This design comes from an exercise in tuning for small area and a short achievable clock period on the open sky130 flow, not from production work. RTL that was checked went through simulation tests only; none was proved equivalent to the original. Power and IR drop assume default switching activity.

## ps2_key_event_queue
module ps2_key_event_queue #(
  parameter int FIFO_DEPTH      = 8,
  parameter bit SUPPRESS_REPEAT = 1'b1,
  parameter bit IGNORE_CTRL     = 1'b1
) (
  input  logic                          clk,
  input  logic                          reset,
  input  logic [7:0]                    rx_data,
  input  logic                          rx_valid,
  input  logic                          rx_overflow,
  output logic [9:0]                    evt_data,
  output logic                          evt_valid,
  input  logic                          evt_ready,
  output logic [$clog2(FIFO_DEPTH):0]   evt_count,
  output logic                          drop_flag,
  input  logic                          drop_clr,
  output logic [8:0]                    keys_down,
  output logic [31:0]                   cur_key
);
  logic       r_ext, r_rel, r_pause;
  logic [2:0] r_skip;
  logic w_v, w_e0, w_f0, w_e1, w_ctrl, w_prefix, w_pause_end, w_key;
  logic w_emit, w_track, w_ev_ext, w_ev_rel;
  logic [7:0] w_code;
  ...
==> flow/config.mk <==
export PLATFORM = sky130hd
export DESIGN_NAME = ps2_key_event_queue
export DESIGN_NICKNAME = ps2_key_event_queue
export VERILOG_FILES = /design/flow/design.v
export SDC_FILE = /design/flow/constraint.sdc
export NUM_CORES = 4
export LEC_CHECK = 0
export CAP_MARGIN = 0
export CORE_MARGIN = 2
export CORE_UTILIZATION = 40
export CTS_BUF_LIST = sky130_fd_sc_hd__clkbuf_8
export CTS_CLUSTER_DIAMETER = 80
export CTS_CLUSTER_SIZE = 16
export SETUP_SLACK_MARGIN = 3.45
export SLEW_MARGIN = 0
export SYNTH_HIERARCHICAL = 1
export TNS_END_PERCENT = 10
==> flow/constraint.sdc <==
create_clock -name core_clock -period 6.5 [get_ports {clk}]
set_input_delay 1.3000 -clock core_clock [delete_from_list [all_inputs] [get_ports {clk}]]
set_output_delay 1.3000 -clock core_clock [all_outputs]
set_load 0.01 [all_outputs]
standard.sh (not shown) runs the stock make flow with config.mk's settings and CLKGATE_MAP_FILE= SYNTH_SCRIPT=/design/flow/synth_recipe.tcl, a recipe that flattens the netlist after the stock synthesis.
==> flow/flow/run.sh <==
#!/bin/bash
# Layout flow: the standard flow, with the port buffers made plain
# buffers (sky130_fd_sc_hd__buf_4) instead of the default delay-cell choice.
export BUFFER_PORTS_ARGS="-buffer_cell sky130_fd_sc_hd__buf_4"
bash standard.sh > standard.log 2>&1
The first run produced a clean layout.
Change:
--- a/flow/config.mk
+++ b/flow/config.mk
@@ -9,3 +9,3 @@
 export CORE_MARGIN = 2
-export CORE_UTILIZATION = 40
+export CORE_UTILIZATION = 60
 export CTS_BUF_LIST = sky130_fd_sc_hd__clkbuf_8
@@ -13,3 +13,3 @@
 export CTS_CLUSTER_SIZE = 16
-export SETUP_SLACK_MARGIN = 3.45
+export SETUP_SLACK_MARGIN = 3.3
 export SLEW_MARGIN = 0
The new run finished with timing, DRC and antenna clean.
Cell count goes down by about 10%.
Global-route usage goes up by 14 points.
Sequential cell count stays the same.
Cell area goes down by 2.9%.
Via count goes down by about 2%.
Area after synthesis stays the same.
Total power goes up by 1.8%.
Count of clock-buffer cells in the layout goes up by 3.
Maximum frequency stays flat.
Change:
--- a/flow/config.mk
+++ b/flow/config.mk
@@ -9,3 +9,3 @@
 export CORE_MARGIN = 2
-export CORE_UTILIZATION = 60
+export CORE_UTILIZATION = 40
 export CTS_BUF_LIST = sky130_fd_sc_hd__clkbuf_8
What happened: Power fell by 2.5%. Cell count went up by 11%. Flip-flop and latch count stays the same. Clock skew decreases by 11 ps. Design area rose by 1.6%. Wire length increases by 4.0%. Die area is higher by 49%.

* * *

## main
ps2_key_event_queue, a different RTL version from the one above (not shown whole).
Size in the first run: about 650 flip-flops, roughly 26,000 sq um of cells after synthesis.
export LEC_CHECK = 0
export CAP_MARGIN = 0
export CORE_MARGIN = 2
export CORE_UTILIZATION = 40
export CTS_BUF_LIST = sky130_fd_sc_hd__clkbuf_8
export CTS_CLUSTER_DIAMETER = 80
export CTS_CLUSTER_SIZE = 16
export SETUP_SLACK_MARGIN = 3.4
export SLEW_MARGIN = 0
export SYNTH_HIERARCHICAL = 1
export TNS_END_PERCENT = 10
create_clock -name core_clock -period 6.5 [get_ports {clk}]
run.sh (not shown) runs the stock make flow with config.mk's settings and CLKGATE_MAP_FILE= SYNTH_SCRIPT=/design/flow/synth_recipe.tcl, a recipe that flattens the netlist after the stock synthesis.
Stock flow here: none of the scripts above is used.
The following lists how the feature branch was set up differently from main:
# main
export LEC_CHECK = 0
export CAP_MARGIN = 0
export CORE_MARGIN = 2
export CORE_UTILIZATION = 40
export CTS_BUF_LIST = sky130_fd_sc_hd__clkbuf_8
export CTS_CLUSTER_DIAMETER = 80
export CTS_CLUSTER_SIZE = 16
export SETUP_SLACK_MARGIN = 3.4
export SLEW_MARGIN = 0
export SYNTH_HIERARCHICAL = 1
export TNS_END_PERCENT = 10
create_clock -name core_clock -period 6.5 [get_ports {clk}]
# the feature branch
export LEC_CHECK = 0
export CAP_MARGIN = 0
export CORE_MARGIN = 2
export CORE_UTILIZATION = 40
export CTS_BUF_LIST = sky130_fd_sc_hd__clkbuf_8
export CTS_CLUSTER_DIAMETER = 80
export CTS_CLUSTER_SIZE = 16
export SETUP_SLACK_MARGIN = 3.0
export SLEW_MARGIN = 0
export SYNTH_HIERARCHICAL = 1
export TNS_END_PERCENT = 10
create_clock -name core_clock -period 6.5 [get_ports {clk}]
### Flow results
Compared with main, the feature branch shows upper clock frequency limit that has gone down slightly.
Of the feature branch and main, the run reporting the lower number of vias per cell after detailed routing was the feature branch.
The feature branch -> main: I/O pin count flat
Number of resized instances in the post-cts repair step of the feature branch falls short of that of main by more than half.
Reported for the feature branch and main, die area turned out identical to the last digit.
A slowest cell on the critical path of mux2_4 is what main shows, while dfrtp_1 belongs to the feature branch.
Looking at the feature branch and main, the count of pins over their slew limit is a wash.
main has a higher final net count than the feature branch.
The feature branch against main: average wire per cell in the routed design lower; data-path buffer share of cell area in the final layout lower; cell area lower; final critical delay including setup and external delays higher.
No functional check of the RTL was part of any run of this note.

[what the ideal ports hide]
How much do the figures lean on ideal ports? The routed layouts below were timed once more, with nothing changed but the port constraints.
Step 1, drivers: a clkbuf_16 drives clk and a buf_2 each remaining input, both assumed.
Step 2, shift: input delay + t, output delay - t, t = (earliest + latest rising clock arrival at the registers) / 2. This alone moves slack from input paths to output paths.
Slacks: no drivers / after step 1 / after step 2; pairs: no drivers / after step 1.
| run | t, ns | setup WS [ns] | hold WS [ns] | worst data-port slew with drivers (ns) | pins driven straight from the clock port |
|---|---|---|---|---|---|
| the first run of note 1 | 0.734 | 3.153 / 3.015 / 2.281 | 0.450 / 0.450 / 0.450 | 0.28 | 1 |
| the second run of note 1 | 0.712 | 3.144 / 2.983 / 2.271 | 0.448 / 0.448 / 0.448 | 0.23 | 1 |
| the third run of note 1 | 0.728 | 3.151 / 3.073 / 2.345 | 0.453 / 0.453 / 0.453 | 0.21 | 1 |
| main | 0.738 | 2.918 / 2.916 / 2.177 | 0.451 / 0.451 / 0.451 | 0.05 | 1 |
| the feature branch | 0.722 | 2.850 / 2.794 / 2.143 | 0.454 / 0.454 / 0.454 | 0.19 | 1 |
After both steps setup and hold are still met in every run listed. The setup slack of the second run of note 1, which loses most, moves by -0.161 ns with the drivers and by -0.873 ns with both steps.
